What follows belongs to an exercise in optimizing a design on an open flow for small area, a short achievable clock period and few clock cycles per item; a production flow would make more cautious choices.
The RTL was checked by simulation tests, not by an equivalence proof against the original design.

[flow/design.v]
package aes_pkg;
    localparam int unsigned AES_BLOCK_W = 128;
    localparam int unsigned AES_BYTES   = 16;
    typedef logic [7:0] aes_byte_t;
    typedef enum logic [1:0] {IDLE, BUSY, DONE} sb_state_e;
    function automatic aes_byte_t gf_mul(input aes_byte_t a, input aes_byte_t b);
        aes_byte_t p;
        aes_byte_t s;
        p = 8'h00;
        s = a;
        for (int i = 0; i < 8; i++) begin
            if (b[i]) p = p ^ s;
            s = {s[6:0], 1'b0} ^ (s[7] ? 8'h1b : 8'h00);
        end
        gf_mul = p;
    endfunction
    function automatic aes_byte_t gf_inv(input aes_byte_t a);
        aes_byte_t sq;
        aes_byte_t r;
        sq = a;
        r  = 8'h01;
        for (int i = 1; i < 8; i++) begin
            sq = gf_mul(sq, sq);
            r  = gf_mul(r, sq);
        end
        gf_inv = r;
    endfunction
    function automatic aes_byte_t sbox_fwd(input aes_byte_t a);
        aes_byte_t b;
        b = gf_inv(a);
        sbox_fwd = b ^ {b[6:0], b[7]} ^ {b[5:0], b[7:6]} ^ {b[4:0], b[7:5]} ^ {b[3:0], b[7:4]}
               ^ 8'h63;
    endfunction
    function automatic aes_byte_t sbox_inv(input aes_byte_t s);
        aes_byte_t b;
        b = {s[6:0], s[7]} ^ {s[4:0], s[7:5]} ^ {s[1:0], s[7:2]} ^ 8'h05;
        sbox_inv = gf_inv(b);
    endfunction
endpackage
module g_xor2 (input logic a, input logic b, output logic y); assign y = a ^ b; endmodule
module g_xnor2 (input logic a, input logic b, output logic y); assign y = ~(a ^ b); endmodule
module g_nand2 (input logic a, input logic b, output logic y); assign y = ~(a & b); endmodule
module g_nor2 (input logic a, input logic b, output logic y); assign y = ~(a | b); endmodule
module g_nor2b (input logic a, input logic bn, output logic y); assign y = ~(a | ~bn); endmodule
module g_mux2i (input logic s, input logic a0, input logic a1, output logic y); assign y = ~(s ? a1 : a0); endmodule
module g_inv (input logic a, output logic y); assign y = ~a; endmodule
module sbox_pre (
    input  logic [7:0] x,
    input  logic       inv,
    output logic [7:0] y_n
);
    logic n1_l, n2_l, n3_l, n4_l, n5_l, n6_l, n7_l, n8_l;
    logic n9_l, n10_l, n11_l, n12_l, n13_l, n14_l, n15_l, n16_l;
    logic n17_l, n18_l, n19_l, n20_l, n21_l, n22_i, n23_y, n24_i;
    logic n25_y, n26_i, n27_y, n28_i, n29_y, n30_y, n31_i, n32_y;
    logic n33_i, n34_y, n35_y;
    g_xor2 u0 (.a(x[6]), .b(x[0]), .y(n1_l));
    g_xor2 u1 (.a(x[3]), .b(x[1]), .y(n2_l));
    g_xor2 u2 (.a(x[5]), .b(n1_l), .y(n3_l));
    g_xor2 u3 (.a(x[4]), .b(n2_l), .y(n4_l));
    g_xor2 u4 (.a(x[0]), .b(n4_l), .y(n5_l));
    g_xor2 u5 (.a(x[4]), .b(n3_l), .y(n6_l));
    g_xor2 u6 (.a(x[7]), .b(n3_l), .y(n7_l));
    g_xor2 u7 (.a(x[3]), .b(n1_l), .y(n8_l));
    g_xor2 u8 (.a(x[7]), .b(x[2]), .y(n9_l));
    g_xor2 u9 (.a(n5_l), .b(n7_l), .y(n10_l));
    g_xor2 u10 (.a(x[2]), .b(n4_l), .y(n11_l));
    g_xor2 u11 (.a(x[5]), .b(x[4]), .y(n12_l));
    g_xor2 u12 (.a(x[1]), .b(n8_l), .y(n13_l));
    g_xor2 u13 (.a(x[7]), .b(n8_l), .y(n14_l));
    g_xor2 u14 (.a(x[7]), .b(x[1]), .y(n15_l));
    g_xor2 u15 (.a(n9_l), .b(n12_l), .y(n16_l));
    g_xor2 u16 (.a(n4_l), .b(n8_l), .y(n17_l));
    g_xor2 u17 (.a(x[1]), .b(n5_l), .y(n18_l));
    g_xor2 u18 (.a(n5_l), .b(n6_l), .y(n19_l));
    g_xor2 u19 (.a(x[7]), .b(x[6]), .y(n20_l));
    g_xor2 u20 (.a(n11_l), .b(n12_l), .y(n21_l));
    g_inv u21 (.a(n18_l), .y(n22_i));
    g_mux2i u22 (.s(inv), .a0(n3_l), .a1(n22_i), .y(n23_y));
    g_inv u23 (.a(n20_l), .y(n24_i));
    g_mux2i u24 (.s(inv), .a0(n9_l), .a1(n24_i), .y(n25_y));
    g_inv u25 (.a(n19_l), .y(n26_i));
    g_mux2i u26 (.s(inv), .a0(n21_l), .a1(n26_i), .y(n27_y));
    g_inv u27 (.a(n17_l), .y(n28_i));
    g_mux2i u28 (.s(inv), .a0(n6_l), .a1(n28_i), .y(n29_y));
    g_mux2i u29 (.s(inv), .a0(n10_l), .a1(n14_l), .y(n30_y));
    g_inv u30 (.a(n11_l), .y(n31_i));
    g_mux2i u31 (.s(inv), .a0(n16_l), .a1(n31_i), .y(n32_y));
    g_inv u32 (.a(n13_l), .y(n33_i));
    g_mux2i u33 (.s(inv), .a0(n7_l), .a1(n33_i), .y(n34_y));
    g_mux2i u34 (.s(inv), .a0(n15_l), .a1(n5_l), .y(n35_y));
    assign y_n[0] = n23_y;
    assign y_n[1] = n25_y;
    assign y_n[2] = n27_y;
    assign y_n[3] = n29_y;
    assign y_n[4] = n30_y;
    assign y_n[5] = n32_y;
    assign y_n[6] = n34_y;
    assign y_n[7] = n35_y;
endmodule
module sbox_core (
    input  logic [7:0] y_n,
    output logic [7:0] s_n
);
    logic n1_l, n2_l, n3_l, n4_l, n5_l, n6_l, n7_l, n8_l;
    logic n9_l, n10_l, n11_l, n12_l, n13_l, n14_l, n15_l, n16_l;
    logic n17_l, n18_M1, n19_M2, n20_M3, n21_M4, n22_M5, n23_M6, n24_M7;
    logic n25_M8, n26_M9, n27_M10, n28_M11, n29_M12, n30_M13, n31_M14, n32_M15;
    logic n33_M16, n34_M17, n35_M18, n36_M19, n37_M20, n38_M21, n39_M22, n40_M23;
    logic n41_M24, n42_M25, n43_M26, n44_M27, n45_M28, n46_M29, n47_M30, n48_M31;
    logic n49_M32, n50_M33, n51_M34, n52_M35, n53_M36, n54_M37, n55_M38, n56_M39;
    logic n57_M40, n58_M41, n59_M42, n60_M43, n61_M44, n62_M45, n63_M46, n64_M47;
    logic n65_M48, n66_M49, n67_M50, n68_M51, n69_M52, n70_M53, n71_M54, n72_M55;
    logic n73_M56, n74_M57, n75_M58, n76_M59, n77_M60, n78_M61, n79_M62, n80_M63;
    logic n81_L0, n82_L1, n83_L2, n84_L3, n85_L4, n86_L5, n87_L6, n88_L7;
    logic n89_L8, n90_L9, n91_L10, n92_L11, n93_L12, n94_L13, n95_L14, n96_L15;
    logic n97_L16, n98_L17, n99_L18, n100_L19, n101_L20, n102_L21, n103_L22, n104_L23;
    logic n105_L24, n106_L25, n107_L26, n108_L27, n109_L28, n110_L29, n111_S0, n112_S1;
    logic n113_S2, n114_S3, n115_S4, n116_S5, n117_S6, n118_S7;
    g_xnor2 u0 (.a(y_n[3]), .b(y_n[6]), .y(n1_l));
    g_xnor2 u1 (.a(y_n[4]), .b(y_n[5]), .y(n2_l));
    g_xnor2 u2 (.a(y_n[0]), .b(y_n[2]), .y(n3_l));
    g_xnor2 u3 (.a(y_n[6]), .b(y_n[7]), .y(n4_l));
    g_xnor2 u4 (.a(y_n[1]), .b(n4_l), .y(n5_l));
    g_xnor2 u5 (.a(n1_l), .b(n2_l), .y(n6_l));
    g_xnor2 u6 (.a(n2_l), .b(n3_l), .y(n7_l));
    g_xnor2 u7 (.a(y_n[1]), .b(n1_l), .y(n8_l));
    g_xnor2 u8 (.a(y_n[2]), .b(y_n[7]), .y(n9_l));
    g_xnor2 u9 (.a(y_n[2]), .b(y_n[5]), .y(n10_l));
    g_xnor2 u10 (.a(y_n[6]), .b(n3_l), .y(n11_l));
    g_xnor2 u11 (.a(y_n[0]), .b(y_n[4]), .y(n12_l));
    g_xnor2 u12 (.a(y_n[1]), .b(y_n[4]), .y(n13_l));
    g_xnor2 u13 (.a(y_n[3]), .b(n10_l), .y(n14_l));
    g_xnor2 u14 (.a(y_n[1]), .b(n3_l), .y(n15_l));
    g_xnor2 u15 (.a(y_n[1]), .b(y_n[3]), .y(n16_l));
    g_xnor2 u16 (.a(n4_l), .b(n16_l), .y(n17_l));
    g_nor2 u17 (.a(n17_l), .b(n10_l), .y(n18_M1));
    g_nor2 u18 (.a(n5_l), .b(n12_l), .y(n19_M2));
    g_xor2 u19 (.a(n6_l), .b(n18_M1), .y(n20_M3));
    g_nor2 u20 (.a(y_n[3]), .b(n7_l), .y(n21_M4));
    g_xnor2 u21 (.a(n21_M4), .b(n18_M1), .y(n22_M5));
    g_nor2 u22 (.a(y_n[7]), .b(y_n[2]), .y(n23_M6));
    g_nor2 u23 (.a(n4_l), .b(y_n[0]), .y(n24_M7));
    g_xor2 u24 (.a(n9_l), .b(n23_M6), .y(n25_M8));
    g_nor2 u25 (.a(y_n[6]), .b(n3_l), .y(n26_M9));
    g_xnor2 u26 (.a(n26_M9), .b(n23_M6), .y(n27_M10));
    g_nor2 u27 (.a(n1_l), .b(n2_l), .y(n28_M11));
    g_nor2 u28 (.a(n8_l), .b(y_n[5]), .y(n29_M12));
    g_xnor2 u29 (.a(n29_M12), .b(n28_M11), .y(n30_M13));
    g_nor2 u30 (.a(y_n[1]), .b(y_n[4]), .y(n31_M14));
    g_xnor2 u31 (.a(n31_M14), .b(n28_M11), .y(n32_M15));
    g_xor2 u32 (.a(n20_M3), .b(n19_M2), .y(n33_M16));
    g_xnor2 u33 (.a(n22_M5), .b(n13_l), .y(n34_M17));
    g_xor2 u34 (.a(n25_M8), .b(n24_M7), .y(n35_M18));
    g_xnor2 u35 (.a(n27_M10), .b(n32_M15), .y(n36_M19));
    g_xnor2 u36 (.a(n33_M16), .b(n30_M13), .y(n37_M20));
    g_xnor2 u37 (.a(n34_M17), .b(n32_M15), .y(n38_M21));
    g_xnor2 u38 (.a(n35_M18), .b(n30_M13), .y(n39_M22));
    g_xnor2 u39 (.a(n36_M19), .b(n11_l), .y(n40_M23));
    g_xnor2 u40 (.a(n39_M22), .b(n40_M23), .y(n41_M24));
    g_nor2 u41 (.a(n39_M22), .b(n37_M20), .y(n42_M25));
    g_xor2 u42 (.a(n38_M21), .b(n42_M25), .y(n43_M26));
    g_xnor2 u43 (.a(n37_M20), .b(n38_M21), .y(n44_M27));
    g_xor2 u44 (.a(n40_M23), .b(n42_M25), .y(n45_M28));
    g_nor2 u45 (.a(n45_M28), .b(n44_M27), .y(n46_M29));
    g_nor2 u46 (.a(n43_M26), .b(n41_M24), .y(n47_M30));
    g_nor2 u47 (.a(n37_M20), .b(n40_M23), .y(n48_M31));
    g_nor2b u48 (.a(n44_M27), .bn(n48_M31), .y(n49_M32));
    g_xor2 u49 (.a(n44_M27), .b(n42_M25), .y(n50_M33));
    g_nor2 u50 (.a(n38_M21), .b(n39_M22), .y(n51_M34));
    g_nor2b u51 (.a(n41_M24), .bn(n51_M34), .y(n52_M35));
    g_xor2 u52 (.a(n41_M24), .b(n42_M25), .y(n53_M36));
    g_xor2 u53 (.a(n38_M21), .b(n46_M29), .y(n54_M37));
    g_xor2 u54 (.a(n49_M32), .b(n50_M33), .y(n55_M38));
    g_xor2 u55 (.a(n40_M23), .b(n47_M30), .y(n56_M39));
    g_xor2 u56 (.a(n52_M35), .b(n53_M36), .y(n57_M40));
    g_xnor2 u57 (.a(n55_M38), .b(n57_M40), .y(n58_M41));
    g_xnor2 u58 (.a(n54_M37), .b(n56_M39), .y(n59_M42));
    g_xnor2 u59 (.a(n54_M37), .b(n55_M38), .y(n60_M43));
    g_xnor2 u60 (.a(n56_M39), .b(n57_M40), .y(n61_M44));
    g_xnor2 u61 (.a(n59_M42), .b(n58_M41), .y(n62_M45));
    g_nor2 u62 (.a(n61_M44), .b(n10_l), .y(n63_M46));
    g_nor2 u63 (.a(n57_M40), .b(n12_l), .y(n64_M47));
    g_nor2 u64 (.a(n56_M39), .b(n7_l), .y(n65_M48));
    g_nor2 u65 (.a(n60_M43), .b(y_n[2]), .y(n66_M49));
    g_nor2 u66 (.a(n55_M38), .b(y_n[0]), .y(n67_M50));
    g_nor2 u67 (.a(n54_M37), .b(n3_l), .y(n68_M51));
    g_nor2 u68 (.a(n59_M42), .b(n2_l), .y(n69_M52));
    g_nor2 u69 (.a(n62_M45), .b(y_n[5]), .y(n70_M53));
    g_nor2 u70 (.a(n58_M41), .b(y_n[4]), .y(n71_M54));
    g_nor2 u71 (.a(n61_M44), .b(n17_l), .y(n72_M55));
    g_nor2 u72 (.a(n57_M40), .b(n5_l), .y(n73_M56));
    g_nor2 u73 (.a(n56_M39), .b(y_n[3]), .y(n74_M57));
    g_nor2 u74 (.a(n60_M43), .b(y_n[7]), .y(n75_M58));
    g_nor2 u75 (.a(n55_M38), .b(n4_l), .y(n76_M59));
    g_nor2 u76 (.a(n54_M37), .b(y_n[6]), .y(n77_M60));
    g_nor2 u77 (.a(n59_M42), .b(n1_l), .y(n78_M61));
    g_nor2 u78 (.a(n62_M45), .b(n8_l), .y(n79_M62));
    g_nor2 u79 (.a(n58_M41), .b(y_n[1]), .y(n80_M63));
    g_xnor2 u80 (.a(n78_M61), .b(n79_M62), .y(n81_L0));
    g_xnor2 u81 (.a(n67_M50), .b(n73_M56), .y(n82_L1));
    g_xnor2 u82 (.a(n63_M46), .b(n65_M48), .y(n83_L2));
    g_xnor2 u83 (.a(n64_M47), .b(n72_M55), .y(n84_L3));
    g_xnor2 u84 (.a(n71_M54), .b(n75_M58), .y(n85_L4));
    g_xnor2 u85 (.a(n66_M49), .b(n78_M61), .y(n86_L5));
    g_xor2 u86 (.a(n79_M62), .b(n86_L5), .y(n87_L6));
    g_xor2 u87 (.a(n63_M46), .b(n84_L3), .y(n88_L7));
    g_xnor2 u88 (.a(n68_M51), .b(n76_M59), .y(n89_L8));
    g_xnor2 u89 (.a(n69_M52), .b(n70_M53), .y(n90_L9));
    g_xor2 u90 (.a(n70_M53), .b(n85_L4), .y(n91_L10));
    g_xor2 u91 (.a(n77_M60), .b(n83_L2), .y(n92_L11));
    g_xnor2 u92 (.a(n65_M48), .b(n68_M51), .y(n93_L12));
    g_xor2 u93 (.a(n67_M50), .b(n81_L0), .y(n94_L13));
    g_xnor2 u94 (.a(n69_M52), .b(n78_M61), .y(n95_L14));
    g_xor2 u95 (.a(n72_M55), .b(n82_L1), .y(n96_L15));
    g_xor2 u96 (.a(n73_M56), .b(n81_L0), .y(n97_L16));
    g_xor2 u97 (.a(n74_M57), .b(n82_L1), .y(n98_L17));
    g_xor2 u98 (.a(n75_M58), .b(n89_L8), .y(n99_L18));
    g_xor2 u99 (.a(n80_M63), .b(n85_L4), .y(n100_L19));
    g_xnor2 u100 (.a(n81_L0), .b(n82_L1), .y(n101_L20));
    g_xnor2 u101 (.a(n82_L1), .b(n88_L7), .y(n102_L21));
    g_xnor2 u102 (.a(n84_L3), .b(n93_L12), .y(n103_L22));
    g_xnor2 u103 (.a(n99_L18), .b(n83_L2), .y(n104_L23));
    g_xnor2 u104 (.a(n96_L15), .b(n90_L9), .y(n105_L24));
    g_xnor2 u105 (.a(n87_L6), .b(n91_L10), .y(n106_L25));
    g_xnor2 u106 (.a(n88_L7), .b(n90_L9), .y(n107_L26));
    g_xnor2 u107 (.a(n89_L8), .b(n91_L10), .y(n108_L27));
    g_xnor2 u108 (.a(n92_L11), .b(n95_L14), .y(n109_L28));
    g_xnor2 u109 (.a(n92_L11), .b(n98_L17), .y(n110_L29));
    g_xnor2 u110 (.a(n87_L6), .b(n105_L24), .y(n111_S0));
    g_xor2 u111 (.a(n97_L16), .b(n107_L26), .y(n112_S1));
    g_xor2 u112 (.a(n100_L19), .b(n109_L28), .y(n113_S2));
    g_xnor2 u113 (.a(n87_L6), .b(n102_L21), .y(n114_S3));
    g_xnor2 u114 (.a(n101_L20), .b(n103_L22), .y(n115_S4));
    g_xnor2 u115 (.a(n106_L25), .b(n110_L29), .y(n116_S5));
    g_xor2 u116 (.a(n94_L13), .b(n108_L27), .y(n117_S6));
    g_xor2 u117 (.a(n87_L6), .b(n104_L23), .y(n118_S7));
    assign s_n[0] = n118_S7;
    assign s_n[1] = n117_S6;
    assign s_n[2] = n116_S5;
    assign s_n[3] = n115_S4;
    assign s_n[4] = n114_S3;
    assign s_n[5] = n113_S2;
    assign s_n[6] = n112_S1;
    assign s_n[7] = n111_S0;
endmodule
module sbox_post (
    input  logic [7:0] b_n,
    input  logic       inv_n,
    output logic [7:0] s
);
    logic n1_w, n2_w, n3_w, n4_w, n5_w, n6_w, n7_w, n8_w;
    logic n9_ai, n10_ai, n11_ai, n12_ai, n13_ai, n14_ai, n15_ai, n16_ai;
    logic n17_s, n18_s, n19_s, n20_s, n21_s, n22_s, n23_s, n24_s;
    g_xor2 u0 (.a(b_n[0]), .b(b_n[6]), .y(n1_w));
    g_xor2 u1 (.a(b_n[1]), .b(b_n[7]), .y(n2_w));
    g_xor2 u2 (.a(b_n[2]), .b(b_n[0]), .y(n3_w));
    g_xor2 u3 (.a(b_n[3]), .b(b_n[1]), .y(n4_w));
    g_xor2 u4 (.a(b_n[4]), .b(b_n[2]), .y(n5_w));
    g_xor2 u5 (.a(b_n[5]), .b(b_n[3]), .y(n6_w));
    g_xor2 u6 (.a(b_n[6]), .b(b_n[4]), .y(n7_w));
    g_xor2 u7 (.a(b_n[7]), .b(b_n[5]), .y(n8_w));
    g_xnor2 u8 (.a(n8_w), .b(b_n[2]), .y(n9_ai));
    g_xor2 u9 (.a(n1_w), .b(b_n[3]), .y(n10_ai));
    g_xnor2 u10 (.a(n2_w), .b(b_n[4]), .y(n11_ai));
    g_xor2 u11 (.a(n3_w), .b(b_n[5]), .y(n12_ai));
    g_xor2 u12 (.a(n4_w), .b(b_n[6]), .y(n13_ai));
    g_xor2 u13 (.a(n5_w), .b(b_n[7]), .y(n14_ai));
    g_xor2 u14 (.a(n6_w), .b(b_n[0]), .y(n15_ai));
    g_xor2 u15 (.a(n7_w), .b(b_n[1]), .y(n16_ai));
    g_mux2i u16 (.s(inv_n), .a0(n9_ai), .a1(b_n[0]), .y(n17_s));
    g_mux2i u17 (.s(inv_n), .a0(n10_ai), .a1(b_n[1]), .y(n18_s));
    g_mux2i u18 (.s(inv_n), .a0(n11_ai), .a1(b_n[2]), .y(n19_s));
    g_mux2i u19 (.s(inv_n), .a0(n12_ai), .a1(b_n[3]), .y(n20_s));
    g_mux2i u20 (.s(inv_n), .a0(n13_ai), .a1(b_n[4]), .y(n21_s));
    g_mux2i u21 (.s(inv_n), .a0(n14_ai), .a1(b_n[5]), .y(n22_s));
    g_mux2i u22 (.s(inv_n), .a0(n15_ai), .a1(b_n[6]), .y(n23_s));
    g_mux2i u23 (.s(inv_n), .a0(n16_ai), .a1(b_n[7]), .y(n24_s));
    assign s[0] = n17_s;
    assign s[1] = n18_s;
    assign s[2] = n19_s;
    assign s[3] = n20_s;
    assign s[4] = n21_s;
    assign s[5] = n22_s;
    assign s[6] = n23_s;
    assign s[7] = n24_s;
endmodule
module inv_sbox
(
    input  logic [3:0] x,
    input  logic [3:0] y,
    output aes_pkg::aes_byte_t sbout
);
    assign sbout = aes_pkg::sbox_inv({y, x});
endmodule
module sub_bytes_iter #(
    parameter int unsigned LANES = 16
) (
    input  logic                   clk_i,
    input  logic                   rst_n_i,
    input  logic                   valid_i,
    output logic                   ready_o,
    input  logic [aes_pkg::AES_BLOCK_W-1:0] data_i,
    input  logic                   inv_i,
    output logic                   valid_o,
    input  logic                   ready_i,
    output logic [aes_pkg::AES_BLOCK_W-1:0] data_o
);
    localparam int unsigned W     = aes_pkg::AES_BLOCK_W;
    localparam int unsigned NBYTE = aes_pkg::AES_BYTES;
    localparam int unsigned NINV  = 8;     
    logic         in_inv;
    assign in_inv = inv_i;
    logic            s_v, a_v, b_v;
    logic            s_inv, a_inv;
    logic [NINV-1:0] b_inv_n, a_inv_n;
    logic [W-1:0]    y_n, s_d, a_d, b_d, sb_n;
    for (genvar k = 0; k < NBYTE; k++) begin : g_byte
        sbox_pre u_pre (
            .x   (data_i[8*k +: 8]),
            .inv (in_inv),
            .y_n (y_n[8*k +: 8])
        );
        sbox_core u_core (
            .y_n (a_d[8*k +: 8]),
            .s_n (sb_n[8*k +: 8])
        );
        sbox_post u_post (
            .b_n (b_d[8*k +: 8]),
            .inv_n (b_inv_n[k / (NBYTE / NINV)]),
            .s   (data_o[8*k +: 8])
        );
    end
    for (genvar c = 0; c < NINV; c++) begin : g_inv_copy
        g_inv u_inv (.a(a_inv), .y(a_inv_n[c]));
    end
    logic b_free, a_free, in_fire;
    assign b_free  = !b_v || ready_i;
    assign a_free  = !a_v || b_free;
    assign in_fire = valid_i && !s_v;
    assign ready_o = !s_v;
    assign valid_o = b_v;
    always_ff @(posedge clk_i or negedge rst_n_i) begin
        if (!rst_n_i) begin
            s_v <= 1'b0;
            a_v <= 1'b0;
            b_v <= 1'b0;
        end else begin
            if (b_free) b_v <= a_v;
            if (a_free) a_v <= s_v || in_fire;
            s_v <= s_v ? !a_free : (in_fire && !a_free);
        end
    end
    always_ff @(posedge clk_i) begin
        if (!s_v) begin
            s_d   <= y_n;
            s_inv <= in_inv;
        end
        if (a_free) begin
            a_d   <= s_v ? s_d : y_n;
            a_inv <= s_v ? s_inv : in_inv;
        end
        if (b_free) begin
            b_d   <= sb_n;
            b_inv_n <= a_inv_n;
        end
    end
endmodule
[flow/flow/run.sh]
#!/bin/bash
# Own layout flow: the standard layout (standard.sh, unchanged synthesis),
# with timing repair aimed at a 5.5 ns cycle instead of the 17 ns clock, and
# buf_4 cells as the port buffers.  The SDC, clock and constraints are the standard flow's.
set -euo pipefail
cd "$(dirname "${BASH_SOURCE[0]}")/.."
bash standard.sh SETUP_SLACK_MARGIN=11.5 "BUFFER_PORTS_ARGS=-buffer_cell sky130_fd_sc_hd__buf_4" finish \
    > flow_make.log 2>&1
[flow/standard.sh]
#!/bin/bash
# synth_recipe.tcl (not shown) runs the flow's synth.tcl, then flattens the netlist and writes it again
# the make line also repeats each setting of config.mk as NAME=value (left out here)
make -C /OpenROAD-flow-scripts/flow DESIGN_CONFIG=/design/flow/config.mk WORK_HOME=/design/flow/orfs CLKGATE_MAP_FILE= SYNTH_SCRIPT=/design/flow/synth_recipe.tcl "${@:-finish}"
[flow/config.mk]
export PLATFORM = sky130hd
export DESIGN_NAME = sub_bytes_iter
export DESIGN_NICKNAME = sub_bytes_iter
export VERILOG_FILES = /design/flow/design.v
export SDC_FILE = /design/flow/constraint.sdc
export NUM_CORES = 4
export LEC_CHECK = 0
export CAP_MARGIN = 20
export CORE_MARGIN = 2
export CORE_UTILIZATION = 60
export SLEW_MARGIN = 20
export SYNTH_HIERARCHICAL = 1
[flow/constraint.sdc]
create_clock -name core_clock -period 17.0 [get_ports {clk_i}]
set_input_delay 3.4000 -clock core_clock [delete_from_list [all_inputs] [get_ports {clk_i}]]
set_output_delay 3.4000 -clock core_clock [all_outputs]
set_load 0.01 [all_outputs]
==> summary.txt <==
## worst paths after layout
path                                     end  cells past startpoint
max in group asynchronous    b_v$_DFFE_PN0P_                      1
min in group asynchronous      s_v$_DFF_PN0_                      1
setup / recovery                  data_o[27]                      2
setup reg to reg           b_d[74]$_DFFE_PP_                     15
hold reg to reg              s_d[17]$_DFF_P_                      1
hold / removal               s_d[17]$_DFF_P_                      1
## cell usage in the layout, fill, tap and decap left out, drive strengths merged
| cell | n |
|---|---|
| buf | 279 |
| edfxtp | 265 |
| nand3b | 1 |
| bufinv | 4 |
| dfxtp | 129 |
| nand2b | 2 |
| nor2 | 514 |
| clkinvlp | 2 |
| xnor2 | 928 |
| mux2 | 129 |
| xor2 | 976 |
| nand2 | 1 |
| clkbuf | 58 |
| dfrtp | 3 |
| mux2i | 256 |
| clkinv | 14 |
| nor2b | 32 |
| inv | 108 |
## final cells by class
type / count / area share (%)
sequential: 397 / 27.1
multi-input combinational: 2839 / 59.8
clock inverter: 23 / 0.591
timing repair buffer: 279 / 5.61
inverter: 105 / 1.01
clock buffer: 58 / 3.23
tap: 837 / 2.67
## modules after synthesis (local to each module, per instance), a selection
module / cells / times used / flip-flops and latches
g_nor2: 1 / 512 / 0
sbox_core: 8 / 16 / 0
g_xor2: 1 / 976 / 0
g_xnor2: 1 / 928 / 0
sub_bytes_iter: 548 / 1 / 397
sbox_pre: 8 / 16 / 0
g_mux2i: 1 / 256 / 0
sbox_post: 8 / 16 / 0
## worst register-to-register path: cells and delay by family, from the launching register on
kind	cells	cell delay (ps)
and+or+nand+nor	2	370
xor gates and xnor gates	13	3470
DFF	1	520
## registers in the layout, indices dropped and copies added (netlist names)
signal / cells
b_v: 1
s_v: 1
b_d: 128
b_inv_n: 8
s_inv: 1
a_d: 128
a_inv: 1
a_v: 1
s_d: 128
## per-stage QoR
stage	util (%)	instances	hold WS, ps
after floorplan	-	3740	435
after global placement	60.8	4446	451
after detailed placement	60.8	4446	453
after CTS	63.3	4532	473
after global routing	63.5	4538	483
final	63.5	4538	469
## kinds of logic after synthesis
logic type	after synthesis	synth area share (%)
XOR/XNOR	1904	44.5
AND/OR/NAND/NOR	550	6.39
buffers and inverters	504	9.14
flip-flops	397	28.3
multiplexers	385	11.6
## layer usage
layer  part of all wire (%)  GRT usage (%)  wire length [um]
met1                     46           26.8             30800
met2                     49           37.1             33200
met3                    3.5           2.90              2360
met4                    1.9           4.82              1290
met5                  0.040              0                27
==> flow_summary_export.csv <==
group,metric,value,unit
outcome,status,"no timing/DRC/antenna violations",
timing,hold_viol,0,
cts,cts_buffers,45,
cts,root_buffer,"clkbuf_16",
floorplanning,row_count,91,
synthesis,synth_edf_count,265,
cts,ctsResizeCount,0,
timing,worst_slew_pin_slew,1040,ps
synthesis,synthArstFlopShare,0.756,%
worst_setup_path,crit_chain,"mux2i_1 > buf_4",
floorplanning,die_area,64400,um2
drt,wl_per_cell,14.9,um
min_path,worstHoldStart,"s_d[17]$_DFF_P_",
min_path,holdCritPathClass,"flip-flop to flip-flop",
drt,routed_wl,67.6,mm
cts,cts_tree,"done",
synthesis,syn_area,37500,um2
timing,final_max_slew_viol_count,0,
global_route,grt_pass1_wl,111,mm
cts,worstSkewPairLatency,580,ps
floorplanning,start_util,60.7,%
cells_and_area,multiInputGateArea,23400,um2
floorplanning,fp.dieW,254,um
synthesis,synth_cell_type_count,18,
worst_setup_path,path_class,"flip-flop to output port",
worst_setup_path,critPathMaxStageDelay,910,ps
drt,drt_first_pass_iters,5,
timing,setup_slack,11590,ps
synthesis,syn_nets,3873,
synthesis,yosys.area.top_type,"xor2_1",
cts,clk_path_buf_depth,3,
cts,holdBufCountCts,0,
worst_setup_path,critical_path_buf_inv_count,1,
placed_design,gp_congestion,0.901,
timing,finalSetupViolations,0,
timing,fin_setup_tns,0,ps
synthesis,syn_area_per_cell,10.0,um2
cells_and_area,area_growth,4.61,%
floorplanning,die_h,254,um
placed_design,post-place-ws,11190,ps
worst_setup_path,cp.arrival,2010,ps
synthesis,synth_flop_cell,"edfxtp_1",
timing,fin_crit_sh,31.8,%
worst_setup_path,r2r_start,"a_d[74]$_DFFE_PN_",
placed_design,port_buffers,262,
cts,htreeDepth,2,
synthesis,synth-seq-area-share,28.3,%
worst_setup_path,crit_slowest_cell,"edfxtp_1",
worst_setup_path,reg2reg_slack,12390,ps
worst_setup_path,startpoint,"b_inv_n[1]$_DFFE_PP_",
worst_setup_path,critPathLaunchType,"flip-flop",
synthesis,ys_seq_elements,397,
global_route,antenna_found_initial,2,
synthesis,synth_cells,3740,
cells_and_area,fin_nets,3800,
drt,drc,0,
global_route,grt_max_degree,82,
drt,drt_iter0_markers,1022,
floorplanning,core_area,61700,um2
cells_and_area,final_area,39200,um2
timing,rsz0062_at_grt,"no",
timing,fin_worst_skew,22.2,ps
synthesis,synth.top_cell.area_share,22.8,%
global_route,grt_usage,20.9,%
synthesis,yosys-top-cells-count,"xor2_1 (976), xnor2_1 (928), nor2_1 (514)",
timing,fin_crit,5410,ps
worst_setup_path,crit_required,13600,ps
cells_and_area,drive_gt1_share,13.9,%
worst_setup_path,cpLargestDelayFamily,"flip-flops",
drt,vias,22200,
worst_setup_path,setup.worst_path.end_class,"output port",
global_route,grt_pass1_vias,22800,
synthesis,synth_area_leaders,"xor2_1 (23%), xnor2_1 (22%), edfxtp_1 (21%), buf_4 (7.7%), dfxtp_1 (6.9%)",
cells_and_area,diodes,0,
cts,cts.sinks,397,
cells_and_area,n_fill_cell,5040,
placed_design,hpwlAfterDp,53.0,mm
drt,avgViaCountPerCell,4.89,
drt,postRouteAntennaNets,0,
floorplanning,io_pins,263,
cells_and_area,register_area,10600,um2
cts,clkTransAtPathRegs,60,ps
timing,fmax,0.185,GHz
timing,relSlewSlack,30.8,%
job,drv_cap,0,
placed_design,dpl_cell_area,37500,um2
synthesis,synth-warning-count,7,
global_route,grt-ovfl-total,0,
cts,cts_setup_buffers,5,
synthesis,yosysMostFrequentCell,"xor2_1",
worst_setup_path,cp_max_fo,16,
Testbench counts, summed over its fixed seeds: cycles 1,616, items 1,600.

==> afterwards: timing with drivers on the ports <==
The flow's constraints put no driver on any port. The routed layout listed below was extracted and timed again, unchanged, in two steps. Step 1: set_driving_cell puts a clkbuf_16 on clk_i and a buf_2 on each other input, an assumption about the parent block. Step 2 also shifts input and output timing later by t, the mid clock arrival at the registers, as if the neighbouring blocks saw the same clock. Three values: ideal, step 1, step 2; two values: the first two.
shift t [ns]: 0.633
setup WS [ns]: 11.594 / 11.531 / 11.152
cell pins on the clock port's net: 1
After both steps setup and hold are still met in this run. For this run, drivers alone change the setup slack by -0.063 ns; drivers and shift together by -0.442 ns.
